Context: an optimization exercise on an open-source flow, tuned for small area, a short achievable clock period and few clock cycles per item. The choices shown serve that exercise and are no tape-out recipe. The RTL was checked by simulation tests, not by an equivalence proof against the original design.

==> flow/design.v (outline; a module is shown in full before it is edited, if it fits) <==
// module opg_mul_tree: 3656 lines
// module opg_cordic_stage: 39 lines
// module orbit_position_generator: 581 lines
module orbit_position_generator (
    input  logic         clk,
    input  logic         rst_n,
    input  logic         s_tvalid,
    output logic         s_tready,
    input  logic [111:0] s_tdata,
    output logic         m_tvalid,
    input  logic         m_tready,
    output logic [127:0] m_tdata,
    input  logic         psel,
    input  logic         penable,
    input  logic         pwrite,
    input  logic [4:0]   paddr,
    input  logic [31:0]  pwdata,
    output logic [31:0]  prdata,
    output logic         pready
);
  // ...
==> flow/run.sh <==
#!/bin/bash
# synth_recipe.tcl (not shown) runs the flow's synth.tcl, then flattens the netlist and writes it again
# the make line also repeats each setting of config.mk as NAME=value (left out here)
make -C /OpenROAD-flow-scripts/flow DESIGN_CONFIG=/design/flow/config.mk WORK_HOME=/design/flow/orfs CLKGATE_MAP_FILE= SYNTH_SCRIPT=/design/flow/synth_recipe.tcl finish
==> flow/config.mk <==
export PLATFORM = sky130hd
export DESIGN_NAME = orbit_position_generator
export DESIGN_NICKNAME = orbit_position_generator
export VERILOG_FILES = /design/flow/design.v
export SDC_FILE = /design/flow/constraint.sdc
export NUM_CORES = 4
export LEC_CHECK = 0
export ABC_CLOCK_PERIOD_IN_PS = 3000
export CAP_MARGIN = 20
export CORE_MARGIN = 2
export CORE_UTILIZATION = 35
export PLACE_DENSITY = 0.45
export SETUP_SLACK_MARGIN = 5
export SLEW_MARGIN = 20
==> flow/constraint.sdc <==
create_clock -name core_clock -period 15.0 [get_ports {clk}]
set_input_delay 3.0000 -clock core_clock [delete_from_list [all_inputs] [get_ports {clk}]]
set_output_delay 3.0000 -clock core_clock [all_outputs]
set_load 0.01 [all_outputs]
==> summary.md, run 1 <==
| Metric | Value |
|---|---|
| Buffers & Inverters on Critical Path | 2 |
| Vias | 97122 |
| Status | timing/DRC/antenna clean |
| Gp weighted congestion | 0.865 |
| Layout cells sized above 1 | 8.70% |
| Post-synthesis sequential area ratio | 47.5% |
| Adder-cell share of the synthesized area | 14.4% |
| Antenna-violating nets left | 0 |
| Global Route met1 Usage | 32.4% |
| Register Area | ~65000 µm² |
| Top flop regs | p_x x160, p_y x160, p_z x160 |
| Hpwl dp | 327000 µm |
| Critical path depth | 21 |
| Compound-gate portion of the synthesized area | between 10% and 20% |
| Ys flop type | edfxtp_1 |
| Reg2reg start | cyc[0] |
| Commonest non-fill, non-tap cells in the layout | edfxtp_1 (1894), a22oi_1 (1086), xnor2_1 (786) |
| Post-Route Utilization | 39.7% |
| Multi-input gate share of total cell area | a little over two fifths |
| GR Util met3 | 3.94% |
| GRT Util Overall | 23.8% |
| Post-synth top area share | 41.8% |
| Max-Cap Viols | 0 |
Testbench counts, summed over its fixed seeds: cycles 2,640, items 256.
==> run 2: changes to the inputs <==
==> flow/flow/run.sh (new file) <==
#!/bin/bash
set -euo pipefail
bash standard.sh SETUP_SLACK_MARGIN=10.3 finish > standard_flow.log 2>&1
==> flow/standard.sh (new file) <==
#!/bin/bash
# synth_recipe.tcl (not shown) runs the flow's synth.tcl, then flattens the netlist and writes it again
# the make line also repeats each setting of config.mk as NAME=value (left out here)
make -C /OpenROAD-flow-scripts/flow DESIGN_CONFIG=/design/flow/config.mk WORK_HOME=/design/flow/orfs CLKGATE_MAP_FILE= SYNTH_SCRIPT=/design/flow/synth_recipe.tcl "${@:-finish}"
--- a/flow/config.mk
+++ b/flow/config.mk
@@ -10,4 +10,4 @@
 export CORE_MARGIN = 2
-export CORE_UTILIZATION = 35
-export PLACE_DENSITY = 0.45
+export CORE_UTILIZATION = 45
+export PLACE_DENSITY = 0.55
 export SETUP_SLACK_MARGIN = 5
removed: flow/run.sh
==> run 2 against run 1 <==
  * Still clean on timing, DRC and antenna
  * Register-to-register slack gained 1.9 ns
  * Via count grew 2.3%
  * Non-clock buffer count increased by 185
==> summary.md, run 2 <==
| Metric | Value |
|---|---|
| Status | timing/DRC/antenna clean (unchanged) |
| Router iterations before antenna repair | 10 (was 12) |
| Critical path's slowest cell | edfxtp_1 (was dfstp_2) |
| Crit path required time | 15.68 ns (was 15.66 ns) |
| Post-route cell area | 156000 µm² (was 154000 µm²) |
| Worst Slack Setup Final | 10.31 ns (was 8.43 ns) |
| Layout cells sized above 1 | 12.5% (was 8.70%) |
| Commonest non-fill, non-tap cells in the layout | edfxtp_1 (1894), a22oi_1 (1028), xnor2_1 (768) (was edfxtp_1 (1894), a22oi_1 (1086), xnor2_1 (786)) |
| Hold Slack | 0.395 ns (was 0.404 ns) |
| Final period utilization | 31.3% (was 43.8%) |
| CP most frequent cell | nand4_1 (was o21ai_0) |
| Buffers & Inverters on Critical Path | 0 (was 2) |
| Setup TNS | 0 ns (unchanged) |
| RSZ-0062 raised after global routing | yes (was no) |
| Yosys warning total | 27 (unchanged) |
| Max-slew violation count | 0 (unchanged) |
| Minimum clock period | 4.69 ns (was 6.57 ns) |
| Fmax | 213 MHz (was 152 MHz) |
| GRT Util Overall | 29.9% (was 23.8%) |
| Leading area contributor after synthesis | edfxtp_1 (unchanged) |
| Synth async-reset ratio | 11.7% (unchanged) |
| Worst Setup Start Kind | register (unchanged) |
| Clock tree buffer depth | 4 (unchanged) |
| Footprint of the multi-input gates | 67600 µm² (was 66100 µm²) |
| Final #Nets | 13182 (was 13016) |
| Fin. Hold Viols | 0 (unchanged) |
| Max incr delay on CP | 0.67 ns (was 0.64 ns) |
| Core region area | 302000 µm² (was 388000 µm²) |
| Commonest cells post-synth | edfxtp_1 (1894), a22oi_1 (1086), xnor2_1 (795), inv_1 (752), nand2_1 (694) (unchanged) |
| Total global routing overflow | 0 (unchanged) |
| Initial core utilization | 45.1% (was 35.1%) |
| Gp weighted congestion | 0.939 (was 0.865) |
| Root buf cell | clkbuf_16 (unchanged) |
| Die width | 554 µm (was 628 µm) |
| Worst slack, placed | 9.03 ns (was 8.45 ns) |
| CTS buffer count | 243 (was 267) |
| Setup slack, reg-to-reg | 10.31 ns (was 8.43 ns) |
| CTS tree | built (unchanged) |
| Syn Std Cell Area | 136000 µm² (unchanged) |
| Commonest non-fill, non-tap cell in the layout | edfxtp_1 (unchanged) |
| IO Port Bufs | 306 (unchanged) |
| Ys flop type | edfxtp_1 (unchanged) |
| First-pass GRT wire length | 679000 µm (was 692000 µm) |
| HP Start | sp_ch[2][8] (was p_y[3][13]) |
| Worst setup EP type | register (unchanged) |
| Die area | 307000 µm² (was 394000 µm²) |
| CP delay by family, top | compound AO/OA/AOI/OAI gates (unchanged) |
| CTS Sinks | 2218 (unchanged) |
| Hold Buf Count CTS | 0 (unchanged) |
| Post-synth EDFFs | 1894 (unchanged) |
| Die Height | 554 µm (was 628 µm) |
| Antenna-violating nets left | 0 (unchanged) |
| Clock latency on the worst-skew pair | 0.96 ns (was 0.92 ns) |
| Clock transition at path regs | 0.06 ns (about the same) |
| Post-Route Utilization | 51.6% (was 39.7%) |
| Fillers | 26103 (was 36975) |
| Hpwl dp | 314000 µm (was 327000 µm) |
| Peak fanout along the critical path | 8 (was 30) |
| Final cell count without fillers | 16041 (was 17098) |
| Register Area | 64700 µm² (about the same) |
| Iteration-0 DRC Markers | 11846 (was 10500) |
| Worst Setup Path Type | register to register (unchanged) |
| Reg2reg start | rx_r[2][20] (was cyc[0]) |
| Largest net degree at the start of global routing | 164 (was 167) |
| Slew at the pin closest to its max-slew limit | 1.20 ns (was 1.17 ns) |
| Vias per Instance | 6.19 (was 5.68) |
| Post-synthesis sequential area ratio | 47.5% (unchanged) |
| Final-report setup violation count | 0 (unchanged) |
| CP Cell Sequence | a22oi_1 > nand4_1 > mux2_4 > fa_1 > a21o_1 > a21oi_2 > o21bai_1 > a31oi_2 > o21bai_2 > a21oi_2 > a21oi_1 > nand4_1 > nand4_1 > a311o_1 > xor2_1 > and2_1 (was clkinv_1 > ha_1 > nand2b_2 > buf_4 > nand2_1 > fa_1 > and3b_1 > nand3_1 > fa_1 > nor2b_1 > o21ai_0 > a21boi_0 > o21ai_0 > a21oi_1 > o21ai_0 > a21oi_1 > o211ai_1 > a21boi_0 > o21a_1 > o22a_1 > xor2_1) |
| Seq cells post-synth | 2218 (unchanged) |
| DP Area | 144000 µm² (was 145000 µm²) |
| Syn Inst Count | 11653 (unchanged) |
| Max-Cap Viols | 0 (unchanged) |
| CP Data Arrival Time | 5.37 ns (was 7.23 ns) |
| Placed Cells | 15380 (was 16599) |
| Rel. slew slack | 19.8% (was 21.5%) |
| Synth Area per Inst | 11.7 µm² (unchanged) |
| I/O pin total | 319 (unchanged) |
| Register-to-Register Path Depth | 16 (was 21) |
| Number of global-route vias before repair | 98555 (was 99430) |
| Top flop regs | p_x x160, p_y x160, p_z x160 (unchanged) |
| Worst r2r dst | ry_r[0][30] (was r_o[23]) |
| Routed wire length per instance | 29.8 µm (was 28.1 µm) |
| Area grow syn2layout | 14.5% (was 13.0%) |
| Final WL | 478000 µm (was 480000 µm) |
| Most frequent cell after synthesis | edfxtp_1 (unchanged) |
| Distinct cells, synth | 110 (unchanged) |
| Hold Crit Depth | 0 (unchanged) |
| Std-Cell Rows | 202 (was 229) |
| Depth of the CTS H-tree | 4 (was 5) |
| Synth area leaders | edfxtp_1 (42%), fa_1 (9.2%), a22oi_1 (6.0%) (unchanged) |
| Vias | 99343 (was 97122) |
| Worst Setup SP | rx_r[2][20] (was cyc[0]) |
| Initial antenna violation count | 20 (was 25) |
| Worst Hold Path EP | sp_ch[3][8] (was p_y[4][13]) |
| Skew final | 0.0935 ns (was 0.0723 ns) |
| Hold Crit Class | register to register (unchanged) |
| Post-synth top area share | 41.8% (unchanged) |
| DR DRC count | 0 (unchanged) |
run 2: cell counts after synthesis:
Identical to the previous run, type by type.
run 2: final cells by class:
cell class / count / share of cell area, %
well taps: 3978 / 3.19
flip-flops and latches: 2218 / 41.5
clock buffers: 312 / 4.24
clock inverters: 143 / 0.984
inverters: 759 / 1.85
multi-input cells: 7890 / 43.3
diodes: 15 / 0.0241
repair buffers: 726 / 4.88
run 2: how the worst max path moves through the flow:
stage,endpoint,slack (ns),depth (start not counted)
after floorplan,p_x[0][0],5.31,2
after global placement,prdata_q[10],9.10,7
after detailed placement,r_o[23],9.03,21
after CTS,rz[30],10.21,14
after global routing,r_s[23],10.16,22
final,ry_r[0][30],10.31,16
run 2: routing by layer:
metal / vias to the layer above / part of all wire [%] / GRT usage (%)
li1: 42877 / - / -
met1: 49867 / 39 / 39.6
met2: 5314 / 45 / 46.8
met3: 1267 / 9.3 / 6.16
met4: 18 / 6.1 / 14.3
met5: - / 0.044 / 0
run 2: repair_timing:
action | 4_1_cts | 5_1_grt
gates cloned | 5 | 29
endpoints found under the setup margin | 630 | 198
setup buffers | 54 | 102
gates resized for setup | 519 | 365
pin swaps | 25 | 104
run 2: cells by family (layout without fill, tap and decap cells):
family	after synthesis	count (layout)	share of synthesized area, %
AOI/OAI and AO/OA	2857	2861	14.6
buffers and inverters	1557	1940	4.35
DFF	2218	2218	47.5
other	2	24	0.00551
muxes	332	332	3.11
xor gates and xnor gates	1309	1309	8.42
and+or+nand+nor	2190	2191	7.71
adders and majority gates	1188	1188	14.4
==> module orbit_position_generator, before the edit <==
module orbit_position_generator (
    input  logic         clk,
    input  logic         rst_n,
    input  logic         s_tvalid,
    output logic         s_tready,
    input  logic [111:0] s_tdata,
    output logic         m_tvalid,
    input  logic         m_tready,
    output logic [127:0] m_tdata,
    input  logic         psel,
    input  logic         penable,
    input  logic         pwrite,
    input  logic [4:0]   paddr,
    input  logic [31:0]  pwdata,
    output logic [31:0]  prdata,
    output logic         pready
);
    logic        wr_q;
    logic [2:0]  widx_q;
    logic [31:0] wdat_q;
    logic [30:0] c_rad;
    logic [24:0] c_osp, c_ssp;
    logic [25:0] c_pit, c_yaw, c_rol;
    logic [31:0] rd_val, prdata_q;
    logic [2:0]  ridx;
    assign pready = 1'b1;
    assign ridx   = paddr[4:2];
    always_ff @(posedge clk or negedge rst_n)
    begin
        if (!rst_n)
        begin
            wr_q <= 1'b0;
        end
        else
        begin
            wr_q <= psel && penable && pwrite;
        end
    end
    always_ff @(posedge clk)
    begin
        widx_q <= paddr[4:2];
        wdat_q <= pwdata;
    end
    always_ff @(posedge clk or negedge rst_n)
    begin
        if (!rst_n)
        begin
            c_rad <= '0;
            c_osp <= '0;
            c_ssp <= '0;
            c_pit <= '0;
            c_yaw <= '0;
            c_rol <= '0;
        end
        else if (wr_q)
        begin
            case (widx_q)
                3'd0: c_rad <= wdat_q[30:0];
                3'd1: c_osp <= wdat_q[24:0];
                3'd2: c_ssp <= wdat_q[24:0];
                3'd3: c_pit <= wdat_q[25:0];
                3'd4: c_yaw <= wdat_q[25:0];
                3'd5: c_rol <= wdat_q[25:0];
                default: ;
            endcase
        end
    end
    always_comb
    begin
        if (wr_q && widx_q == ridx)
        begin
            case (ridx)
                3'd0: rd_val = {1'b0, wdat_q[30:0]};
                3'd1: rd_val = {7'b0, wdat_q[24:0]};
                3'd2: rd_val = {7'b0, wdat_q[24:0]};
                3'd3: rd_val = {6'b0, wdat_q[25:0]};
                3'd4: rd_val = {6'b0, wdat_q[25:0]};
                3'd5: rd_val = {6'b0, wdat_q[25:0]};
                default: rd_val = '0;
            endcase
        end
        else
        begin
            case (ridx)
                3'd0: rd_val = {1'b0, c_rad};
                3'd1: rd_val = {7'b0, c_osp};
                3'd2: rd_val = {7'b0, c_ssp};
                3'd3: rd_val = {6'b0, c_pit};
                3'd4: rd_val = {6'b0, c_yaw};
                3'd5: rd_val = {6'b0, c_rol};
                default: rd_val = '0;
            endcase
        end
    end
    always_ff @(posedge clk)
    begin
        prdata_q <= rd_val;
    end
    assign prdata = prdata_q;
    logic [2:0] cyc, cyc_n;
    logic [2:0] tok [7];
    logic [2:0] new_tok;
    logic [1:0] seq;           
    logic       dirty;
    logic       tilt_wr, dirty_eff;
    logic       run, hold, bnd, busy;
    logic       s_tvalid_q, psel_q, tent_bad;
    logic       accept, cancel, chain_sh;
    logic       out_load, o_v, o_v_n;
    assign tilt_wr   = wr_q && (widx_q == 3'd3 || widx_q == 3'd4 || widx_q == 3'd5);
    assign dirty_eff = dirty || tilt_wr;
    assign out_load  = (cyc == 3'd2) && (tok[6] == opg_pkg::TK_ITEM);
    always_comb
    begin
        if (dirty_eff)
        begin
            new_tok = opg_pkg::TK_YAW;
        end
        else if (seq == 2'd1)
        begin
            new_tok = opg_pkg::TK_PITCH;
        end
        else if (seq == 2'd2)
        begin
            new_tok = opg_pkg::TK_ROLL;
        end
        else if (s_tvalid_q)
        begin
            new_tok = opg_pkg::TK_ITEM;
        end
        else
        begin
            new_tok = opg_pkg::TK_NONE;
        end
    end
    assign busy  = tok[0][2] || tok[1][2] || tok[2][2] || tok[3][2] || tok[4][2] || tok[5][2];
    assign hold  = !busy && (new_tok == opg_pkg::TK_NONE);
    assign bnd   = run && (cyc == 3'd7) && !hold;
    assign cyc_n = (run && !(cyc == 3'd7 && hold)) ? cyc + 3'd1 : cyc;
    logic s_rdy_q;
    assign s_tready = s_rdy_q;
    assign accept   = s_rdy_q && s_tvalid;
    assign cancel   = run && (cyc == 3'd5) && (tok[0] == opg_pkg::TK_ITEM) && !accept;
    assign chain_sh = run && (cyc == 3'd5);
    assign o_v_n = (out_load && run) ? 1'b1 : (m_tready ? 1'b0 : o_v);
    always_ff @(posedge clk or negedge rst_n)
    begin
        if (!rst_n)
        begin
            cyc        <= 3'd7;
            seq        <= 2'd0;
            dirty      <= 1'b1;
            s_tvalid_q <= 1'b0;
            psel_q     <= 1'b0;
            s_rdy_q    <= 1'b0;
            tent_bad   <= 1'b0;
            o_v        <= 1'b0;
            run        <= 1'b1;
            for (int i = 0; i < 7; i++)
            begin
                tok[i] <= opg_pkg::TK_NONE;
            end
        end
        else
        begin
            s_tvalid_q <= s_tvalid;
            psel_q     <= psel;
            s_rdy_q    <= (cyc_n == 3'd5) && !bnd && (tok[0] == opg_pkg::TK_ITEM) && !tent_bad && !wr_q && !psel;
            cyc        <= cyc_n;
            o_v        <= o_v_n;
            run        <= !((cyc_n == 3'd2) && ((bnd ? tok[5] : tok[6]) == opg_pkg::TK_ITEM) && o_v_n);
            dirty      <= dirty_eff && !bnd;
            tent_bad   <= bnd ? 1'b0 : (tent_bad || wr_q);
            if (bnd)
            begin
                tok[0] <= new_tok;
                for (int i = 1; i < 7; i++)
                begin
                    tok[i] <= tok[i-1];
                end
                if (dirty_eff)
                begin
                    seq <= 2'd1;
                end
                else if (seq == 2'd1)
                begin
                    seq <= 2'd2;
                end
                else if (seq == 2'd2)
                begin
                    seq <= 2'd0;
                end
            end
            else if (cancel)
            begin
                tok[0] <= opg_pkg::TK_NONE;
            end
        end
    end
    logic signed [31:0] p_x [5];
    logic signed [31:0] p_y [5];
    logic signed [31:0] p_z [5];
    logic [24:0]        sp_ch [5];
    logic [24:0]        ph_o, ph_s;
    always_ff @(posedge clk)
    begin
        if (chain_sh)
        begin
            p_x[0]   <= s_tdata[47:16];
            p_y[0]   <= s_tdata[79:48];
            p_z[0]   <= s_tdata[111:80];
            sp_ch[0] <= ph_s;
            for (int i = 1; i < 5; i++)
            begin
                p_x[i]   <= p_x[i-1];
                p_y[i]   <= p_y[i-1];
                p_z[i]   <= p_z[i-1];
                sp_ch[i] <= sp_ch[i-1];
            end
        end
    end
    logic [15:0] dt_sh;
    logic [24:0] r_o, r_s;
    logic [26:0] u_o, u_s;
    assign u_o = (cyc == 3'd0 ? 27'd0 : {2'b00, r_o}) + (dt_sh[1] ? {1'b0, c_osp, 1'b0} : 27'd0)
               + (dt_sh[0] ? {2'b00, c_osp} : 27'd0);
    assign u_s = (cyc == 3'd0 ? 27'd0 : {2'b00, r_s}) + (dt_sh[1] ? {1'b0, c_ssp, 1'b0} : 27'd0)
               + (dt_sh[0] ? {2'b00, c_ssp} : 27'd0);
    always_ff @(posedge clk)
    begin
        if (run)
        begin
            if (bnd)
            begin
                dt_sh <= s_tdata[15:0];
            end
            else
            begin
                dt_sh <= {2'b00, dt_sh[15:2]};
            end
            r_o <= u_o[26:2];
            r_s <= u_s[26:2];
        end
    end
    function automatic logic [24:0] adv(input logic [24:0] ph, input logic [24:0] inc);
        logic [25:0]        p;
        logic signed [26:0] e;
        p = {1'b0, ph} + {1'b0, inc};
        e = $signed({2'b00, ph}) + $signed({2'b00, inc}) - $signed({2'b00, opg_pkg::DEG360});
        if (!e[26] && (e != 27'sd0))
        begin
            adv = e[24:0];
        end
        else
        begin
            adv = p[24:0];
        end
    endfunction
    always_ff @(posedge clk or negedge rst_n)
    begin
        if (!rst_n)
        begin
            ph_o <= '0;
            ph_s <= '0;
        end
        else if (run && cyc == 3'd0 && tok[1] == opg_pkg::TK_ITEM)
        begin
            ph_o <= adv(ph_o, r_o);
            ph_s <= adv(ph_s, r_s);
        end
    end
    logic signed [26:0] ang, a_m360, a_p360, a_p720;
    logic [24:0]        a1;
    logic [1:0]         qr_q;
    logic [22:0]        qr_rem;
    logic signed [25:0] r90, r180, r270;
    always_comb
    begin
        case (tok[1])
            opg_pkg::TK_YAW:   ang = {c_yaw[25], c_yaw};
            opg_pkg::TK_PITCH: ang = {c_pit[25], c_pit};
            opg_pkg::TK_ROLL:  ang = {c_rol[25], c_rol};
            default:  ang = $signed({2'b00, ph_o});
        endcase
        a_m360 = ang - $signed({2'b00, opg_pkg::DEG360});
        a_p360 = ang + $signed({2'b00, opg_pkg::DEG360});
        a_p720 = ang + $signed({1'b0, opg_pkg::DEG360, 1'b0});
    end
    assign r90  = $signed({1'b0, a1}) - $signed({1'b0, opg_pkg::DEG90});
    assign r180 = $signed({1'b0, a1}) - $signed({1'b0, opg_pkg::DEG180});
    assign r270 = $signed({1'b0, a1}) - $signed({1'b0, opg_pkg::DEG270});
    always_ff @(posedge clk)
    begin
        if (run)
        begin
            if (!ang[26])
            begin
                a1 <= a_m360[26] ? ang[24:0] : a_m360[24:0];
            end
            else
            begin
                a1 <= a_p360[26] ? a_p720[24:0] : a_p360[24:0];
            end
            if (!r270[25])
            begin
                qr_q   <= 2'd3;
                qr_rem <= r270[22:0];
            end
            else if (!r180[25])
            begin
                qr_q   <= 2'd2;
                qr_rem <= r180[22:0];
            end
            else if (!r90[25])
            begin
                qr_q   <= 2'd1;
                qr_rem <= r90[22:0];
            end
            else
            begin
                qr_q   <= 2'd0;
                qr_rem <= a1[22:0];
            end
        end
    end
    logic signed [31:0] rx_r [3];
    logic signed [31:0] ry_r [3];
    logic signed [28:0] rz_r [3];
    logic [7:0]         rp_r [3];
    logic [1:0]         rq_r [3];
    logic signed [31:0] sx [3];
    logic signed [31:0] sy [3];
    logic signed [28:0] sz [3];
    logic               inject;
    opg_cordic_stage #(.J(0)) u_st0 (.x_i(rx_r[0]), .y_i(ry_r[0]), .z_i(rz_r[0]), .ps(rp_r[0]),
                                     .x_o(sx[0]), .y_o(sy[0]), .z_o(sz[0]));
    opg_cordic_stage #(.J(1)) u_st1 (.x_i(rx_r[1]), .y_i(ry_r[1]), .z_i(rz_r[1]), .ps(rp_r[1]),
                                     .x_o(sx[1]), .y_o(sy[1]), .z_o(sz[1]));
    opg_cordic_stage #(.J(2)) u_st2 (.x_i(rx_r[2]), .y_i(ry_r[2]), .z_i(rz_r[2]), .ps(rp_r[2]),
                                     .x_o(sx[2]), .y_o(sy[2]), .z_o(sz[2]));
    assign inject = (cyc == 3'd3) && tok[1][2];
    always_ff @(posedge clk)
    begin
        if (run)
        begin
            if (inject)
            begin
                rx_r[0] <= opg_pkg::CORDIC_GAIN;
                ry_r[0] <= '0;
                rz_r[0] <= $signed({2'b00, qr_rem, 4'b0000});
                rp_r[0] <= 8'd1;
                rq_r[0] <= qr_q;
            end
            else
            begin
                rx_r[0] <= sx[2];
                ry_r[0] <= sy[2];
                rz_r[0] <= sz[2];
                rp_r[0] <= {rp_r[2][6:0], rp_r[2][7]};
                rq_r[0] <= rq_r[2];
            end
            rx_r[1] <= sx[0];
            ry_r[1] <= sy[0];
            rz_r[1] <= sz[0];
            rp_r[1] <= rp_r[0];
            rq_r[1] <= rq_r[0];
            rx_r[2] <= sx[1];
            ry_r[2] <= sy[1];
            rz_r[2] <= sz[1];
            rp_r[2] <= rp_r[1];
            rq_r[2] <= rq_r[1];
        end
    end
    logic signed [31:0] raw_x, raw_y;
    logic [1:0]         raw_q;
    logic signed [31:0] co, so;
    always_ff @(posedge clk)
    begin
        if (run && cyc == 3'd3)
        begin
            raw_x <= sx[2];
            raw_y <= sy[2];
            raw_q <= rq_r[2];
        end
        if (run && cyc == 3'd4)
        begin
            case (raw_q)
                2'd0:
                begin
                    co <= raw_x;
                    so <= raw_y;
                end
                2'd1:
                begin
                    co <= -raw_y;
                    so <= raw_x;
                end
                2'd2:
                begin
                    co <= -raw_x;
                    so <= -raw_y;
                end
                default:
                begin
                    co <= raw_y;
                    so <= -raw_x;
                end
            endcase
        end
    end
    function automatic opg_pkg::mop_t op_at(input logic [2:0] c, input logic [2:0] t4,
                                            input logic [2:0] t5);
        case (c)
            3'd5:    op_at = opg_pkg::prog(t4, 3'd0);
            3'd6:    op_at = opg_pkg::prog(t4, 3'd1);
            3'd7:    op_at = (t5 == opg_pkg::TK_ITEM) ?
                             opg_pkg::mk(opg_pkg::A_M22, opg_pkg::B_VZ, 1'b0, opg_pkg::C_RZ, opg_pkg::D_RZ) : '0;
            3'd0:    op_at = opg_pkg::prog(t5, 3'd3);
            3'd1:    op_at = opg_pkg::prog(t5, 3'd4);
            3'd2:    op_at = opg_pkg::prog(t5, 3'd5);
            3'd3:    op_at = opg_pkg::prog(t5, 3'd6);
            default: op_at = opg_pkg::prog(t5, 3'd7);
        endcase
    endfunction
    logic signed [32:0] vx, vz;
    logic signed [33:0] rx, ry, rz;
    logic signed [31:0] m00, m01, m02, m20, m22, nsp;
    opg_pkg::mop_t      iop;
    logic signed [31:0] a_val;
    logic signed [32:0] b_val;
    logic signed [33:0] c_val;
    logic [34:0]        bx;
    logic [16:0]        b_one, b_two, b_neg;
    always_ff @(posedge clk or negedge rst_n)
    begin
        if (!rst_n)
        begin
            iop <= '0;
        end
        else if (run)
        begin
            iop <= op_at(cyc_n, bnd ? tok[3] : tok[4], bnd ? tok[4] : tok[5]);
        end
    end
    always_comb
    begin
        case (iop.asel)
            opg_pkg::A_RAD: a_val = $signed({1'b0, c_rad});
            opg_pkg::A_K30: a_val = 32'sh40000000;
            opg_pkg::A_M00: a_val = m00;
            opg_pkg::A_M01: a_val = m01;
            opg_pkg::A_M02: a_val = m02;
            opg_pkg::A_M20: a_val = m20;
            opg_pkg::A_M22: a_val = m22;
            opg_pkg::A_NSP: a_val = nsp;
            opg_pkg::A_RX:  a_val = rx[31:0];
            opg_pkg::A_RY:  a_val = ry[31:0];
            default:        a_val = rz[31:0];
        endcase
        case (iop.bsel)
            opg_pkg::B_CO: b_val = {co[31], co};
            opg_pkg::B_SO: b_val = {so[31], so};
            opg_pkg::B_VX: b_val = vx;
            default:       b_val = vz;
        endcase
        case (iop.csel)
            opg_pkg::C_PX:  c_val = {{2{p_x[4][31]}}, p_x[4]};
            opg_pkg::C_PY:  c_val = {{2{p_y[4][31]}}, p_y[4]};
            opg_pkg::C_PZ:  c_val = {{2{p_z[4][31]}}, p_z[4]};
            opg_pkg::C_RX:  c_val = rx;
            opg_pkg::C_RY:  c_val = ry;
            opg_pkg::C_RZ:  c_val = rz;
            opg_pkg::C_DST: c_val = (iop.dst == opg_pkg::D_M00) ? {{2{m00[31]}}, m00} : {{2{m02[31]}}, m02};
            default:        c_val = '0;
        endcase
        bx = {b_val[32], b_val, 1'b0};
        for (int j = 0; j < 17; j++)
        begin
            b_one[j] = bx[2*j+1] ^ bx[2*j];
            b_two[j] = (bx[2*j+2] & ~bx[2*j+1] & ~bx[2*j]) | (~bx[2*j+2] & bx[2*j+1] & bx[2*j]);
            b_neg[j] = bx[2*j+2] ^ iop.neg;
        end
    end
    logic [31:0] m_a;
    logic [16:0] m_one, m_two, m_neg;
    logic [33:0] m_acc;
    logic        m_rneg;
    logic        m1_v, m2_v;
    logic [3:0]  m1_d, m2_d;
    logic [63:0] t_s, t_c, m_s, m_c;
    logic [63:0] fsum;
    logic [33:0] res;
    always_ff @(posedge clk or negedge rst_n)
    begin
        if (!rst_n)
        begin
            m1_v <= 1'b0;
            m2_v <= 1'b0;
        end
        else if (run)
        begin
            m1_v <= iop.valid;
            m2_v <= m1_v;
        end
    end
    always_ff @(posedge clk)
    begin
        if (run)
        begin
            m_a    <= a_val;
            m_one  <= b_one;
            m_two  <= b_two;
            m_neg  <= b_neg;
            m_acc  <= c_val;
            m_rneg <= iop.neg;
            m1_d   <= iop.dst;
            m_s    <= t_s;
            m_c    <= t_c;
            m2_d   <= m1_d;
        end
    end
    opg_mul_tree u_tree (
        .a    (m_a),
        .bone (m_one),
        .btwo (m_two),
        .bneg (m_neg),
        .rneg (m_rneg),
        .acc  (m_acc),
        .s    (t_s),
        .c    (t_c)
    );
    assign fsum = m_s + m_c;
    assign res  = fsum[63:30];
    always_ff @(posedge clk)
    begin
        if (run && m2_v)
        begin
            case (m2_d)
                opg_pkg::D_VX:  vx  <= res[32:0];
                opg_pkg::D_VZ:  vz  <= res[32:0];
                opg_pkg::D_RX:  rx  <= res;
                opg_pkg::D_RY:  ry  <= res;
                opg_pkg::D_RZ:  rz  <= res;
                opg_pkg::D_M00: m00 <= res[31:0];
                opg_pkg::D_M01: m01 <= res[31:0];
                opg_pkg::D_M02: m02 <= res[31:0];
                opg_pkg::D_M20: m20 <= res[31:0];
                opg_pkg::D_M22: m22 <= res[31:0];
                default:        nsp <= res[31:0];
            endcase
        end
    end
    function automatic logic [31:0] sat(input logic signed [33:0] v);
        if (v[33:31] == 3'b000 || v[33:31] == 3'b111)
        begin
            sat = v[31:0];
        end
        else if (v[33])
        begin
            sat = 32'h80000000;
        end
        else
        begin
            sat = 32'h7fffffff;
        end
    endfunction
    logic [31:0] o_x, o_y, o_z;
    logic [24:0] o_s;
    always_ff @(posedge clk)
    begin
        if (out_load && run)
        begin
            o_x <= sat(rx);
            o_y <= sat(ry);
            o_z <= sat(rz);
            o_s <= sp_ch[4];
        end
    end
    assign m_tvalid = o_v;
    assign m_tdata  = {7'b0, o_s, o_z, o_y, o_x};
endmodule
==> run 3: changes to the inputs <==
--- a/flow/design.v
+++ b/flow/design.v
@@ -122,7 +122,7 @@
                     3'd1: o = mk(A_RY,  B_CO, 1'b1, C_ZERO, D_M02);   
-                    3'd3: o = mk(A_RY,  B_VX, 1'b0, C_ZERO, D_M20);   
-                    3'd4: o = mk(A_RZ,  B_SO, 1'b0, C_DST,  D_M00);   
-                    3'd5: o = mk(A_M22, B_SO, 1'b0, C_DST,  D_M02);   
-                    3'd6: o = mk(A_RX,  B_VX, 1'b0, C_ZERO, D_M22);   
-                    3'd7: o = mk(A_M01, B_SO, 1'b0, C_ZERO, D_M01);   
+                    3'd3: o = mk(A_RZ,  B_SO, 1'b0, C_DST,  D_M00);   
+                    3'd4: o = mk(A_M22, B_SO, 1'b0, C_DST,  D_M02);   
+                    3'd5: o = mk(A_M01, B_SO, 1'b0, C_ZERO, D_M01);   
+                    3'd6: o = mk(A_RY,  B_VX, 1'b0, C_ZERO, D_M20);   
+                    3'd7: o = mk(A_RX,  B_VX, 1'b0, C_ZERO, D_M22);   
                     default: o = '0;
@@ -3935,2 +3935,4 @@
     logic       run, hold, bnd, busy;
+    logic       stall;
+    logic [1:0] sc;
     logic       s_tvalid_q, psel_q, tent_bad;
@@ -3941,27 +3943,16 @@
     assign out_load  = (cyc == 3'd2) && (tok[6] == opg_pkg::TK_ITEM);
-    always_comb
-    begin
-        if (dirty_eff)
-        begin
-            new_tok = opg_pkg::TK_YAW;
-        end
-        else if (seq == 2'd1)
-        begin
-            new_tok = opg_pkg::TK_PITCH;
-        end
-        else if (seq == 2'd2)
-        begin
-            new_tok = opg_pkg::TK_ROLL;
-        end
-        else if (s_tvalid_q)
-        begin
-            new_tok = opg_pkg::TK_ITEM;
-        end
-        else
-        begin
-            new_tok = opg_pkg::TK_NONE;
-        end
-    end
+    logic       tilt_now, item_ok, item_any, flush;
+    logic [2:0] tilt_tok;
+    logic [1:0] seq_after;
+    assign tilt_now  = (tok[0] != opg_pkg::TK_ITEM) && (dirty_eff || seq != 2'd0);
+    assign tilt_tok  = dirty_eff ? opg_pkg::TK_YAW : ((seq == 2'd1) ? opg_pkg::TK_PITCH : opg_pkg::TK_ROLL);
+    assign seq_after = tilt_now ? (dirty_eff ? 2'd1 : ((seq == 2'd1) ? 2'd2 : 2'd0)) : seq;
+    assign item_ok   = s_tvalid_q && (seq_after == 2'd0) && !dirty_eff;
+    assign item_any  = (tok[1] == opg_pkg::TK_ITEM) || (tok[2] == opg_pkg::TK_ITEM) || (tok[3] == opg_pkg::TK_ITEM)
+                    || (tok[4] == opg_pkg::TK_ITEM) || (tok[5] == opg_pkg::TK_ITEM) || (tok[6] == opg_pkg::TK_ITEM);
+    assign flush     = tilt_wr && !item_any && !stall && !((tok[0] == opg_pkg::TK_ITEM) && (cyc == 3'd6 || cyc == 3'd7));
+    assign new_tok   = item_ok ? opg_pkg::TK_ITEM : opg_pkg::TK_NONE;
     assign busy  = tok[0][2] || tok[1][2] || tok[2][2] || tok[3][2] || tok[4][2] || tok[5][2];
-    assign hold  = !busy && (new_tok == opg_pkg::TK_NONE);
+    assign hold  = !busy && !tilt_now && !item_ok;
+    assign run   = !stall;
     assign bnd   = run && (cyc == 3'd7) && !hold;
@@ -3973,3 +3964,3 @@
     assign chain_sh = run && (cyc == 3'd5);
-    assign o_v_n = (out_load && run) ? 1'b1 : (m_tready ? 1'b0 : o_v);
+    assign o_v_n = out_load ? 1'b1 : (m_tready ? 1'b0 : o_v);
     always_ff @(posedge clk or negedge rst_n)
@@ -3986,3 +3977,4 @@
             o_v        <= 1'b0;
-            run        <= 1'b1;
+            stall      <= 1'b0;
+            sc         <= 2'd0;
             for (int i = 0; i < 7; i++)
@@ -3996,27 +3988,34 @@
             psel_q     <= psel;
-            s_rdy_q    <= (cyc_n == 3'd5) && !bnd && (tok[0] == opg_pkg::TK_ITEM) && !tent_bad && !wr_q && !psel;
-            cyc        <= cyc_n;
+            s_rdy_q    <= (cyc_n == 3'd5) && !bnd && !flush && (tok[0] == opg_pkg::TK_ITEM) && !tent_bad && !wr_q && !psel;
+            cyc        <= flush ? 3'd7 : cyc_n;
             o_v        <= o_v_n;
-            run        <= !((cyc_n == 3'd2) && ((bnd ? tok[5] : tok[6]) == opg_pkg::TK_ITEM) && o_v_n);
-            dirty      <= dirty_eff && !bnd;
+            if (stall)
+            begin
+                stall <= (sc != 2'd2) || ((tok[6] == opg_pkg::TK_ITEM) && o_v_n);
+                sc    <= (sc == 2'd2) ? 2'd0 : sc + 2'd1;
+            end
+            else
+            begin
+                stall <= bnd && (tok[5] == opg_pkg::TK_ITEM) && o_v_n;
+                sc    <= 2'd0;
+            end
+            dirty      <= dirty_eff && !(bnd && tilt_now && !flush);
             tent_bad   <= bnd ? 1'b0 : (tent_bad || wr_q);
-            if (bnd)
+            if (flush)
             begin
-                tok[0] <= new_tok;
-                for (int i = 1; i < 7; i++)
-                begin
-                    tok[i] <= tok[i-1];
-                end
-                if (dirty_eff)
-                begin
-                    seq <= 2'd1;
-                end
-                else if (seq == 2'd1)
+                seq <= 2'd0;
+                for (int i = 0; i < 7; i++)
                 begin
-                    seq <= 2'd2;
+                    tok[i] <= opg_pkg::TK_NONE;
                 end
-                else if (seq == 2'd2)
+            end
+            else if (bnd)
+            begin
+                tok[0] <= new_tok;
+                tok[1] <= tilt_now ? tilt_tok : tok[0];
+                for (int i = 2; i < 7; i++)
                 begin
-                    seq <= 2'd0;
+                    tok[i] <= tok[i-1];
                 end
+                seq <= seq_after;
             end
@@ -4122,3 +4121,2 @@
     begin
-        if (run)
         begin
@@ -4163,7 +4161,7 @@
     logic               inject;
-    opg_cordic_stage #(.J(0)) u_st0 (.x_i(rx_r[0]), .y_i(ry_r[0]), .z_i(rz_r[0]), .ps(rp_r[0]),
+    opg_cordic_stage #(.J(0)) u_st0 (.x_i(rx_r[0]), .y_i(ry_r[0]), .z_i(rz_r[0]), .ps(rp_r[0] & {8{run}}),
                                      .x_o(sx[0]), .y_o(sy[0]), .z_o(sz[0]));
-    opg_cordic_stage #(.J(1)) u_st1 (.x_i(rx_r[1]), .y_i(ry_r[1]), .z_i(rz_r[1]), .ps(rp_r[1]),
+    opg_cordic_stage #(.J(1)) u_st1 (.x_i(rx_r[1]), .y_i(ry_r[1]), .z_i(rz_r[1]), .ps(rp_r[1] & {8{run}}),
                                      .x_o(sx[1]), .y_o(sy[1]), .z_o(sz[1]));
-    opg_cordic_stage #(.J(2)) u_st2 (.x_i(rx_r[2]), .y_i(ry_r[2]), .z_i(rz_r[2]), .ps(rp_r[2]),
+    opg_cordic_stage #(.J(2)) u_st2 (.x_i(rx_r[2]), .y_i(ry_r[2]), .z_i(rz_r[2]), .ps(rp_r[2] & {8{run}}),
                                      .x_o(sx[2]), .y_o(sy[2]), .z_o(sz[2]));
@@ -4172,3 +4170,2 @@
     begin
-        if (run)
         begin
@@ -4187,3 +4184,3 @@
                 rz_r[0] <= sz[2];
-                rp_r[0] <= {rp_r[2][6:0], rp_r[2][7]};
+                rp_r[0] <= stall ? rp_r[2] : {rp_r[2][6:0], rp_r[2][7]};
                 rq_r[0] <= rq_r[2];
@@ -4204,3 +4201,2 @@
     logic [1:0]         raw_q;
-    logic signed [31:0] co, so;
     always_ff @(posedge clk)
@@ -4213,27 +4209,2 @@
         end
-        if (run && cyc == 3'd4)
-        begin
-            case (raw_q)
-                2'd0:
-                begin
-                    co <= raw_x;
-                    so <= raw_y;
-                end
-                2'd1:
-                begin
-                    co <= -raw_y;
-                    so <= raw_x;
-                end
-                2'd2:
-                begin
-                    co <= -raw_x;
-                    so <= -raw_y;
-                end
-                default:
-                begin
-                    co <= raw_y;
-                    so <= -raw_x;
-                end
-            endcase
-        end
     end
@@ -4262,2 +4233,5 @@
     logic [16:0]        b_one, b_two, b_neg;
+    logic               b_flip;
+    assign b_flip = (iop.bsel == opg_pkg::B_CO) ? (raw_q == 2'd1 || raw_q == 2'd2) :
+                    (iop.bsel == opg_pkg::B_SO) ? (raw_q == 2'd2 || raw_q == 2'd3) : 1'b0;
     always_ff @(posedge clk or negedge rst_n)
@@ -4268,5 +4242,7 @@
         end
-        else if (run)
+        else
         begin
-            iop <= op_at(cyc_n, bnd ? tok[3] : tok[4], bnd ? tok[4] : tok[5]);
+            iop <= (stall ? ((sc != 2'd2) || ((tok[6] == opg_pkg::TK_ITEM) && o_v_n))
+                          : (bnd && (tok[5] == opg_pkg::TK_ITEM) && o_v_n)) ? '0 :
+                   op_at(cyc_n, bnd ? tok[3] : tok[4], bnd ? tok[4] : tok[5]);
         end
@@ -4289,4 +4265,4 @@
         case (iop.bsel)
-            opg_pkg::B_CO: b_val = {co[31], co};
-            opg_pkg::B_SO: b_val = {so[31], so};
+            opg_pkg::B_CO: b_val = raw_q[0] ? {raw_y[31], raw_y} : {raw_x[31], raw_x};
+            opg_pkg::B_SO: b_val = raw_q[0] ? {raw_x[31], raw_x} : {raw_y[31], raw_y};
             opg_pkg::B_VX: b_val = vx;
@@ -4309,3 +4285,3 @@
             b_two[j] = (bx[2*j+2] & ~bx[2*j+1] & ~bx[2*j]) | (~bx[2*j+2] & bx[2*j+1] & bx[2*j]);
-            b_neg[j] = bx[2*j+2] ^ iop.neg;
+            b_neg[j] = bx[2*j+2] ^ iop.neg ^ b_flip;
         end
@@ -4328,3 +4304,3 @@
         end
-        else if (run)
+        else
         begin
@@ -4336,3 +4312,2 @@
     begin
-        if (run)
         begin
@@ -4364,3 +4339,3 @@
     begin
-        if (run && m2_v)
+        if (m2_v)
         begin
==> run 3 against run 2 <==
  * Highest routed layer unchanged
  * Fmax shrank 2.8%
  * First-iteration DRC count down 5.3%
  * Critical path depth decreased by 9
  * Non-clock buffer count rose by 50
  * Clock-buffer cell count shrank 7
  * Clock skew grew 0.020 ns
==> summary.md, run 3 <==
| Metric | Value |
|---|---|
| Status | timing/DRC/antenna clean (unchanged) |
| I/O pin total | 319 (unchanged) |
| Vias per Instance | 6.13 (was 6.19) |
| Buffers & Inverters on Critical Path | 1 (was 0) |
| Area grow syn2layout | 15.9% (was 14.5%) |
| Global routing's busiest layer | met2 (unchanged) |
| Post-synthesis sequential area ratio | 44.9% (was 47.5%) |
| Largest net degree at the start of global routing | 178 (was 164) |
| Max incr delay on CP | 0.87 ns (was 0.67 ns) |
| Max-Cap Viols | 0 (unchanged) |
| Worst Setup Path Type | input pin to register (was register to register) |
| CTS Sinks | 2154 (was 2218) |
| Routed wire length per instance | 28.8 µm (was 29.8 µm) |
| Compound-gate portion of the synthesized area | 15.8% (was 14.6%) |
| Seq cells post-synth | 2154 (was 2218) |
| DR DRC count | 0 (unchanged) |
| Std-Cell Rows | 194 (was 202) |
| Synth area leaders | edfxtp_1 (29%), dfxtp_1 (11%), fa_1 (9.9%) (was edfxtp_1 (42%), fa_1 (9.2%), a22oi_1 (6.0%)) |
| GRT Util Overall | 30.2% (was 29.9%) |
| Root buf cell | clkbuf_16 (unchanged) |
| Initial antenna violation count | 30 (was 20) |
| Setup slack, reg-to-reg | 10.23 ns (was 10.31 ns) |
| IO Port Bufs | 306 (unchanged) |
| Commonest non-fill, non-tap cell in the layout | edfxtp_1 (unchanged) |
| Mux cell area share after synthesis | 2.83% (was 3.11%) |
| Hold Crit Depth | 0 (unchanged) |
| Die area | 284000 µm² (was 307000 µm²) |
| Commonest non-fill, non-tap cells in the layout | edfxtp_1 (1218), a22oi_1 (1050), inv_1 (763) (was edfxtp_1 (1894), a22oi_1 (1028), xnor2_1 (768)) |
| Fin. Hold Viols | 0 (unchanged) |
| Leading area contributor after synthesis | edfxtp_1 (unchanged) |
| Register-to-Register Path Depth | 21 (was 16) |
| Synth async-reset ratio | 12.0% (was 11.7%) |
| Crit path required time | 15.84 ns (was 15.68 ns) |
| CP delay by family, top | simple AND/OR/NAND/NOR gates (was compound AO/OA/AOI/OAI gates) |
| Critical path's slowest cell | nor2_2 (was edfxtp_1) |
| Final #Nets | 12925 (was 13182) |
| Gp weighted congestion | 0.919 (was 0.939) |
| GR Util met3 | 6.97% (was 6.16%) |
| Worst r2r dst | rx_r[1][29] (was ry_r[0][30]) |
| Clock latency on the worst-skew pair | 0.96 ns (about the same) |
| First-pass GRT wire length | 640000 µm (was 679000 µm) |
| Post-synth top area share | 29.0% (was 41.8%) |
| Ys flop type | edfxtp_1 (unchanged) |
| Global Route met1 Usage | 40.1% (was 39.6%) |
| RSZ-0062 raised after global routing | yes (unchanged) |
| CP Cell Sequence | clkdlybuf4s50_1 > nand2_1 > nor2_2 > a22oi_1 > nand4_1 > o21ai_0 > nor2_1 (was a22oi_1 > nand4_1 > mux2_4 > fa_1 > a21o_1 > a21oi_2 > o21bai_1 > a31oi_2 > o21bai_2 > a21oi_2 > a21oi_1 > nand4_1 > nand4_1 > a311o_1 > xor2_1 > and2_1) |
| Xor/xnor share of the synthesized area | 8.56% (was 8.42%) |
| CTS tree | built (unchanged) |
| Worst setup EP type | register (unchanged) |
| Max-slew violation count | 0 (unchanged) |
| Hold Slack | 0.309 ns (was 0.395 ns) |
| CP Data Arrival Time | 5.66 ns (was 5.37 ns) |
| Hpwl dp | 293000 µm (was 314000 µm) |
| Minimum clock period | 4.83 ns (was 4.69 ns) |
| Worst slack, placed | 8.84 ns (was 9.03 ns) |
| Clock transition at path regs | 0.06 ns (about the same) |
| Router iterations before antenna repair | 10 (unchanged) |
| Die width | 533 µm (was 554 µm) |
| Largest family of logic cells by synthesized area | compound AO/OA/AOI/OAI gates (unchanged) |
| Worst Setup Start Kind | input pin (was register) |
| Die Height | 533 µm (was 554 µm) |
| Layout cells sized above 1 | 13.4% (was 12.5%) |
| Adder-cell share of the synthesized area | 15.5% (was 14.4%) |
| Reg2reg start | stall (was rx_r[2][20]) |
| Syn Inst Count | 11347 (was 11653) |
| Top flop regs | p_x x160, p_y x160, p_z x160 (unchanged) |
| Post-synth EDFFs | 1218 (was 1894) |
| Depth of the CTS H-tree | 4 (unchanged) |
| CTS buffer count | 234 (was 243) |
| Most frequent cell after synthesis | edfxtp_1 (unchanged) |
| Simple logic cell fraction of the synthesized area | 7.62% (was 7.71%) |
| Final period utilization | 32.2% (was 31.3%) |
| M2 GR Usage | 46.0% (was 46.8%) |
| Rel. slew slack | 26.5% (was 19.8%) |
| Yosys warning total | 27 (unchanged) |
| Iteration-0 DRC Markers | 11224 (was 11846) |
| Hold Crit Class | register to register (unchanged) |
| Antenna-violating nets left | 0 (unchanged) |
| Peak fanout along the critical path | 13 (was 8) |
| Total global routing overflow | 0 (unchanged) |
| Critical Path End | prdata_q[5] (was ry_r[0][30]) |
| Core region area | 279000 µm² (was 302000 µm²) |
| Final-report setup violation count | 0 (unchanged) |
| Initial core utilization | 45.2% (was 45.1%) |
| Clock tree buffer depth | 4 (unchanged) |
| Skew final | 0.114 ns (was 0.0935 ns) |
| Hold Buf Count CTS | 0 (unchanged) |
| Commonest cells post-synth | edfxtp_1 (1218), a22oi_1 (1061), inv_1 (769), xnor2_1 (754), dfxtp_1 (677) (was edfxtp_1 (1894), a22oi_1 (1086), xnor2_1 (795), inv_1 (752), nand2_1 (694)) |
| Critical path depth | 7 (was 16) |
| Number of global-route vias before repair | 94283 (was 98555) |
| Worst Slack Setup Final | 10.17 ns (was 10.31 ns) |
| Worst Setup SP | paddr[4] (was rx_r[2][20]) |
| Setup TNS | 0 ns (unchanged) |
| Distinct cells, synth | 105 (was 110) |
| Fillers | 24180 (was 26103) |
| Fmax | 207 MHz (was 213 MHz) |
| Final WL | 447000 µm (was 478000 µm) |
| Syn Std Cell Area | 126000 µm² (was 136000 µm²) |
| Synth Area per Inst | 11.1 µm² (was 11.7 µm²) |
| Slew at the pin closest to its max-slew limit | 1.10 ns (was 1.20 ns) |
| Vias | 95087 (was 99343) |
[run 3: per-layer routing]
layer  part of all wire [%]  vias up
li1                       -    41271
met1                     40    47253
met2                     44     5175
met3                    9.6     1382
met4                    6.4        6
met5                 0.0094        -
[run 3: metrics by stage]
stage	instance area, µm²	cells	utilization (%)
detailed placement	133000	14818	47.7
floorplan	126000	11354	-
finish	146000	15519	52.4
global placement	133000	14818	47.7
global route	146000	15511	52.4
CTS	143000	15346	51.4
[run 3: logic make-up (layout without fill, tap and decap cells)]
kind of cell	count (synthesis)	after routing
DFF	2154	2154
and+or+nand+nor	1994	1999
adders and majority gates	1187	1187
muxes	330	330
buffers and inverters	1563	1990
AOI/OAI and AO/OA	2885	2885
other	2	18
xor gates and xnor gates	1232	1232
[run 3: repair_timing]
item / 4_1_cts / 5_1_grt
setup buffers: 61 / 147
gates cloned: 28 / 15
pin swaps: 50 / 182
resized for setup: 465 / 320
setup endpoints to repair: 559 / 238
[run 3: area by class of cell]
cell class                      count  area, µm²  share of cell area [%]
Timing Repair Buffer              776       7830                    5.36
Clock inverter                    134       1510                    1.04
Clock buffer                      305       6580                    4.50
Sequential cell                  2154      56700                    38.8
Multi-Input combinational cell   7642      65800                    45.1
Inverter                          775       2920                    2.00
Antenna cell                        9       22.5                  0.0154
Tap cell                         3724       4660                    3.19
[run 3: worst register-to-register path, cell delays in order (launching register included)]
cell       delay, ns
dfrtp_4         0.57
buf_4           0.18
buf_16          0.17
nor2b_4         0.31
clkbuf_16       0.23
buf_4           0.11
a22oi_1         0.07
nand4_1         0.17
xnor2_1         0.16
ha_2            0.36
a21o_1          0.17
a21o_1          0.17
a21oi_1         0.19
o221ai_1        0.17
o22a_1          0.29
o41ai_4         0.28
nor2_2          0.11
a2111oi_4       0.29
nor3_2          0.12
a2111oi_4       0.28
buf_4           0.18
xnor2_1         0.11
[run 3: worst min-delay path by stage]
stage	from	end	slack (ns)
4_1_cts	a1[9]	qr_rem[9]	0.30
3_3_place_gp	rq_r[1][1]	rq_r[2][1]	0.31
3_5_place_dp	a1[5]	qr_rem[5]	0.31
5_1_grt	a1[9]	qr_rem[9]	0.31
6_report	a1[9]	qr_rem[9]	0.31
2_1_floorplan	m1_d[0]	m2_d[0]	0.31
Testbench counts of run 3, summed over its fixed seeds: cycles 2,536, items 256.
==> run 4: changes to the inputs <==
--- a/flow/design.v
+++ b/flow/design.v
@@ -3846,5 +3846,3 @@
 );
-    logic        wr_q;
-    logic [2:0]  widx_q;
-    logic [31:0] wdat_q;
+    logic        wr_en, wr_q, tw_q;
     logic [30:0] c_rad;
@@ -3856,2 +3854,3 @@
     assign ridx   = paddr[4:2];
+    assign wr_en  = psel && penable && pwrite;
     always_ff @(posedge clk or negedge rst_n)
@@ -3860,18 +3859,4 @@
         begin
-            wr_q <= 1'b0;
-        end
-        else
-        begin
-            wr_q <= psel && penable && pwrite;
-        end
-    end
-    always_ff @(posedge clk)
-    begin
-        widx_q <= paddr[4:2];
-        wdat_q <= pwdata;
-    end
-    always_ff @(posedge clk or negedge rst_n)
-    begin
-        if (!rst_n)
-        begin
+            wr_q  <= 1'b0;
+            tw_q  <= 1'b0;
             c_rad <= '0;
@@ -3883,13 +3868,18 @@
         end
-        else if (wr_q)
+        else
         begin
-            case (widx_q)
-                3'd0: c_rad <= wdat_q[30:0];
-                3'd1: c_osp <= wdat_q[24:0];
-                3'd2: c_ssp <= wdat_q[24:0];
-                3'd3: c_pit <= wdat_q[25:0];
-                3'd4: c_yaw <= wdat_q[25:0];
-                3'd5: c_rol <= wdat_q[25:0];
-                default: ;
-            endcase
+            wr_q <= wr_en;
+            tw_q <= wr_en && (ridx == 3'd3 || ridx == 3'd4 || ridx == 3'd5);
+            if (wr_en)
+            begin
+                case (ridx)
+                    3'd0: c_rad <= pwdata[30:0];
+                    3'd1: c_osp <= pwdata[24:0];
+                    3'd2: c_ssp <= pwdata[24:0];
+                    3'd3: c_pit <= pwdata[25:0];
+                    3'd4: c_yaw <= pwdata[25:0];
+                    3'd5: c_rol <= pwdata[25:0];
+                    default: ;
+                endcase
+            end
         end
@@ -3898,26 +3888,11 @@
     begin
-        if (wr_q && widx_q == ridx)
-        begin
-            case (ridx)
-                3'd0: rd_val = {1'b0, wdat_q[30:0]};
-                3'd1: rd_val = {7'b0, wdat_q[24:0]};
-                3'd2: rd_val = {7'b0, wdat_q[24:0]};
-                3'd3: rd_val = {6'b0, wdat_q[25:0]};
-                3'd4: rd_val = {6'b0, wdat_q[25:0]};
-                3'd5: rd_val = {6'b0, wdat_q[25:0]};
-                default: rd_val = '0;
-            endcase
-        end
-        else
-        begin
-            case (ridx)
-                3'd0: rd_val = {1'b0, c_rad};
-                3'd1: rd_val = {7'b0, c_osp};
-                3'd2: rd_val = {7'b0, c_ssp};
-                3'd3: rd_val = {6'b0, c_pit};
-                3'd4: rd_val = {6'b0, c_yaw};
-                3'd5: rd_val = {6'b0, c_rol};
-                default: rd_val = '0;
-            endcase
-        end
+        case (ridx)
+            3'd0: rd_val = {1'b0, c_rad};
+            3'd1: rd_val = {7'b0, c_osp};
+            3'd2: rd_val = {7'b0, c_ssp};
+            3'd3: rd_val = {6'b0, c_pit};
+            3'd4: rd_val = {6'b0, c_yaw};
+            3'd5: rd_val = {6'b0, c_rol};
+            default: rd_val = '0;
+        endcase
     end
@@ -3940,3 +3915,3 @@
     logic       out_load, o_v, o_v_n;
-    assign tilt_wr   = wr_q && (widx_q == 3'd3 || widx_q == 3'd4 || widx_q == 3'd5);
+    assign tilt_wr   = tw_q;
     assign dirty_eff = dirty || tilt_wr;
--- a/flow/config.mk
+++ b/flow/config.mk
@@ -10,4 +10,6 @@
 export CORE_MARGIN = 2
-export CORE_UTILIZATION = 45
-export PLACE_DENSITY = 0.55
+export CORE_UTILIZATION = 50
+export CTS_CLUSTER_DIAMETER = 100
+export CTS_CLUSTER_SIZE = 24
+export PLACE_DENSITY = 0.6
 export SETUP_SLACK_MARGIN = 5
==> run 4 against run 3 <==
  * Still clean on timing, DRC and antenna
  * Utilization up 4.3 points
  * Hold slack worse by 0.0063 ns
  * Area after synthesis down 0.47%
  * Cell area down 3.3%
  * Critical path depth up 14
  * Synthesized cell count about the same
  * Fmax about the same
  * Wire length down 4.8%
  * Global-route usage up 2.0 points
  * Die area down 10%
  * Largest cell class unchanged
==> summary.md, run 4 <==
| Metric | Value |
|---|---|
| Fin. Hold Viols | 0 (unchanged) |
| Root buf cell | clkbuf_16 (unchanged) |
| Final WL | 425000 µm (was 447000 µm) |
| Clock transition at path regs | 0.09 ns (was 0.06 ns) |
| Std-Cell Rows | 183 (was 194) |
| IO Port Bufs | 306 (unchanged) |
| Synth Area per Inst | 11.1 µm² (about the same) |
| CP Cell Sequence | buf_12 > buf_16 > buf_6 > nor2b_4 > buf_12 > a22oi_2 > nand4_1 > xnor2_1 > ha_1 > a21o_1 > a21o_1 > or3_4 > a211oi_4 > nor3b_2 > o41a_1 > a211oi_2 > o41ai_4 > and2_4 > a311oi_4 > buf_4 > xnor2_2 (was clkdlybuf4s50_1 > nand2_1 > nor2_2 > a22oi_1 > nand4_1 > o21ai_0 > nor2_1) |
| GRT Util Overall | 32.2% (was 30.2%) |
| CTS Sinks | 2121 (was 2154) |
| Vias per Instance | 6.30 (was 6.13) |
| Final #Nets | 12825 (was 12925) |
| Rel. slew slack | 24.0% (was 26.5%) |
| Syn Inst Count | 11338 (was 11347) |
| Depth of the CTS H-tree | 3 (was 4) |
| Final period utilization | 32.2% (about the same) |
| Die width | 505 µm (was 533 µm) |
| RSZ-0062 raised after global routing | yes (unchanged) |
| Seq cells post-synth | 2121 (was 2154) |
| Yosys warning total | 27 (unchanged) |
| Die area | 255000 µm² (was 284000 µm²) |
| Router iterations before antenna repair | 10 (unchanged) |
| Peak fanout along the critical path | 12 (was 13) |
| GR Util met3 | 7.44% (was 6.97%) |
| Final-report setup violation count | 0 (unchanged) |
| I/O pin total | 319 (unchanged) |
| First-pass GRT wire length | 617000 µm (was 640000 µm) |
| Leading area contributor after synthesis | edfxtp_1 (unchanged) |
| Global Route met1 Usage | 42.8% (was 40.1%) |
| Worst Setup Start Kind | register (was input pin) |
| CTS tree | built (unchanged) |
| Worst Setup Path Type | register to register (was input pin to register) |
| Ys flop type | edfxtp_1 (unchanged) |
| Hpwl dp | 281000 µm (was 293000 µm) |
| Clock latency on the worst-skew pair | 0.87 ns (was 0.96 ns) |
| Commonest non-fill, non-tap cell in the layout | edfxtp_1 (unchanged) |
| Initial antenna violation count | 39 (was 30) |
| Core region area | 249000 µm² (was 279000 µm²) |
| Die Height | 505 µm (was 533 µm) |
| Status | timing/DRC/antenna clean (unchanged) |
| Iteration-0 DRC Markers | 11353 (was 11224) |
| Number of global-route vias before repair | 92851 (was 94283) |
| DR DRC count | 0 (unchanged) |
| Minimum clock period | 4.82 ns (was 4.83 ns) |
| Post-synth top area share | 29.2% (was 29.0%) |
| Max-slew violation count | 0 (unchanged) |
| Global routing's busiest layer | met2 (unchanged) |
| Layout cells sized above 1 | 12.0% (was 13.4%) |
| Max-Cap Viols | 0 (unchanged) |
| Distinct cells, synth | 102 (was 105) |
| Top flop regs | p_x x160, p_y x160, p_z x160 (unchanged) |
| Setup TNS | 0 ns (unchanged) |
| Synth async-reset ratio | 12.3% (was 12.0%) |
| Area grow syn2layout | 12.6% (was 15.9%) |
| Fmax | 207 MHz (about the same) |
| Commonest non-fill, non-tap cells in the layout | edfxtp_1 (1218), a22oi_1 (1039), nand2_1 (780) (was edfxtp_1 (1218), a22oi_1 (1050), inv_1 (763)) |
| Post-synthesis sequential area ratio | 44.6% (was 44.9%) |
| Vias | 94013 (was 95087) |
| Critical path's slowest cell | dfrtp_4 (was nor2_2) |
| Setup slack, reg-to-reg | 10.18 ns (was 10.23 ns) |
| Commonest cells post-synth | edfxtp_1 (1218), a22oi_1 (1058), nand2_1 (791), xnor2_1 (770), inv_1 (757) (was edfxtp_1 (1218), a22oi_1 (1061), inv_1 (769), xnor2_1 (754), dfxtp_1 (677)) |
| Gp weighted congestion | 0.938 (was 0.919) |
| Max incr delay on CP | 0.49 ns (was 0.87 ns) |
| Worst setup EP type | register (unchanged) |
| Post-synth EDFFs | 1218 (unchanged) |
| Clock tree buffer depth | 3 (was 4) |
| Skew final | 0.0801 ns (was 0.114 ns) |
| Largest net degree at the start of global routing | 185 (was 178) |
| CP Data Arrival Time | 5.56 ns (was 5.66 ns) |
| Initial core utilization | 50.4% (was 45.2%) |
| Post-Route Utilization | 56.7% (was 52.4%) |
| Total global routing overflow | 0 (unchanged) |
| Crit path required time | 15.74 ns (was 15.84 ns) |
| Slew at the pin closest to its max-slew limit | 1.13 ns (was 1.10 ns) |
| Antenna-violating nets left | 0 (unchanged) |
| Hold Crit Class | register to register (unchanged) |
| Hold Slack | 0.303 ns (was 0.309 ns) |
| Most frequent cell after synthesis | edfxtp_1 (unchanged) |
| M2 GR Usage | 49.9% (was 46.0%) |
| Hold Buf Count CTS | 0 (unchanged) |
| Syn Std Cell Area | 125000 µm² (was 126000 µm²) |
| Synth area leaders | edfxtp_1 (29%), dfxtp_1 (10%), fa_1 (10%) (was edfxtp_1 (29%), dfxtp_1 (11%), fa_1 (9.9%)) |
| Routed wire length per instance | 28.5 µm (was 28.8 µm) |
| CTS buffer count | 109 (was 234) |
## run 4: cell types whose count changed after synthesis, moves of 28 or more
| cell | change |
|---|---|
| nand2_1 | +249 |
| a21o_1 | +32 |
| a21oi_1 | -51 |
| dfxtp_1 | -34 |
| nand4_1 | -45 |
| nand2b_1 | +28 |
| o21ai_0 | -53 |
| nor2_1 | -133 |
## run 4: stage by stage
stage,setup WS [ns],cells,area (µm²)
after floorplan,9.16,11345,126000
after global placement,8.61,14420,132000
after detailed placement,8.59,14421,132000
after CTS,10.06,14769,139000
after global routing,10.06,14912,141000
final,10.18,14925,141000
## run 4: area by class of cell
class | count | area [µm²]
clock inverter | 32 | 547
inverter | 764 | 2910
tap | 3330 | 4170
fill | 21087 | 108000
sequential | 2121 | 56100
antenna | 19 | 47.5
timing repair buffer | 779 | 8040
clock buffer | 172 | 3010
multi-input combinational | 7707 | 66400
timing repair inverter | 1 | 11.3
## run 4: layer usage
| layer | wire [µm] | vias up |
|---|---|---|
| li1 | - | 40812 |
| met1 | 168000 | 46657 |
| met3 | 42900 | 1295 |
| met2 | 189000 | 5235 |
| met5 | 88 | - |
| met4 | 25300 | 14 |
## run 4: worst max-delay path, delay by kind of cell (launching register included)
kind                       cells  cell delay (ns)
buffers and inverters          5             0.79
AOI/OAI and AO/OA              8             1.99
xor gates and xnor gates       2             0.23
adders and majority gates      1             0.26
DFF                            1             0.49
and+or+nand+nor                5             0.95
## run 4: final timing paths
| path | startpoint | endpoint | cells past startpoint |
|---|---|---|---|
| setup / recovery | stall | rx_r[1][29] | 21 |
| hold / removal | rq_r[0][1] | rq_r[1][1] | 0 |
| setup reg to reg | stall | rx_r[1][29] | 21 |
| hold reg to reg | rq_r[0][1] | rq_r[1][1] | 0 |
| max in group asynchronous | rst_n | c_yaw[4] | 4 |
| min in group asynchronous | rst_n | ph_s[19] | 1 |
## run 4: what timing repair did
item	in CTS	in global routing
pin swaps	112	245
setup endpoints to repair	801	413
setup buffers	110	120
cloned	34	16
resized for setup	496	306
## run 4: cell families (layout without fill, tap and decap cells)
kind of cell	Yosys count	count (layout)	share of synthesized area, %
AOI/OAI and AO/OA	2804	2804	15.6
and+or+nand+nor	2137	2144	8.14
DFF	2121	2121	44.6
buffers and inverters	1524	1748	4.63
xor gates and xnor gates	1239	1239	8.65
adders and majority gates	1186	1186	15.6
muxes	325	325	2.80
other	2	28	0.00599
Testbench counts of run 4, summed over its fixed seeds: cycles 2,536, items 256.

-- afterwards: timing with drivers on the ports --
In the flow no input, the clock included, has a driving cell. The finished layouts below were timed again as built, in two steps. Step 1 assumes that a clkbuf_16 drives the clock port and a buf_2 every other input. Step 2 times the ports against the registers' clock, not the clock port: input delays grow and output delays shrink by t, the midpoint of the rising clock arrivals with the driver on. Three values: ideal ports, drivers, drivers and shift; two values: the first two.
run	shift t [ns]	setup slack, ns	worst hold slack (ns)	clock arrival spread, ns	slew at the worst register clock pin (ns)
run 1	1.004	8.428 / 8.428 / 8.428	0.404 / 0.404 / 0.404	0.079 / 0.079	0.07 / 0.07
run 2	1.010	10.307 / 10.244 / 9.466	0.395 / 0.395 / 0.395	0.101 / 0.101	0.07 / 0.07
run 3	0.998	10.174 / 10.232 / 9.246	0.309 / 0.309 / 0.309	0.117 / 0.117	0.07 / 0.07
run 4	0.924	10.177 / 10.177 / 9.389	0.303 / 0.303 / 0.303	0.090 / 0.090	0.11 / 0.11
After both steps every run listed still meets setup and hold. The setup slack of run 3, which loses most, moves by +0.058 ns with the drivers and by -0.928 ns with both steps.
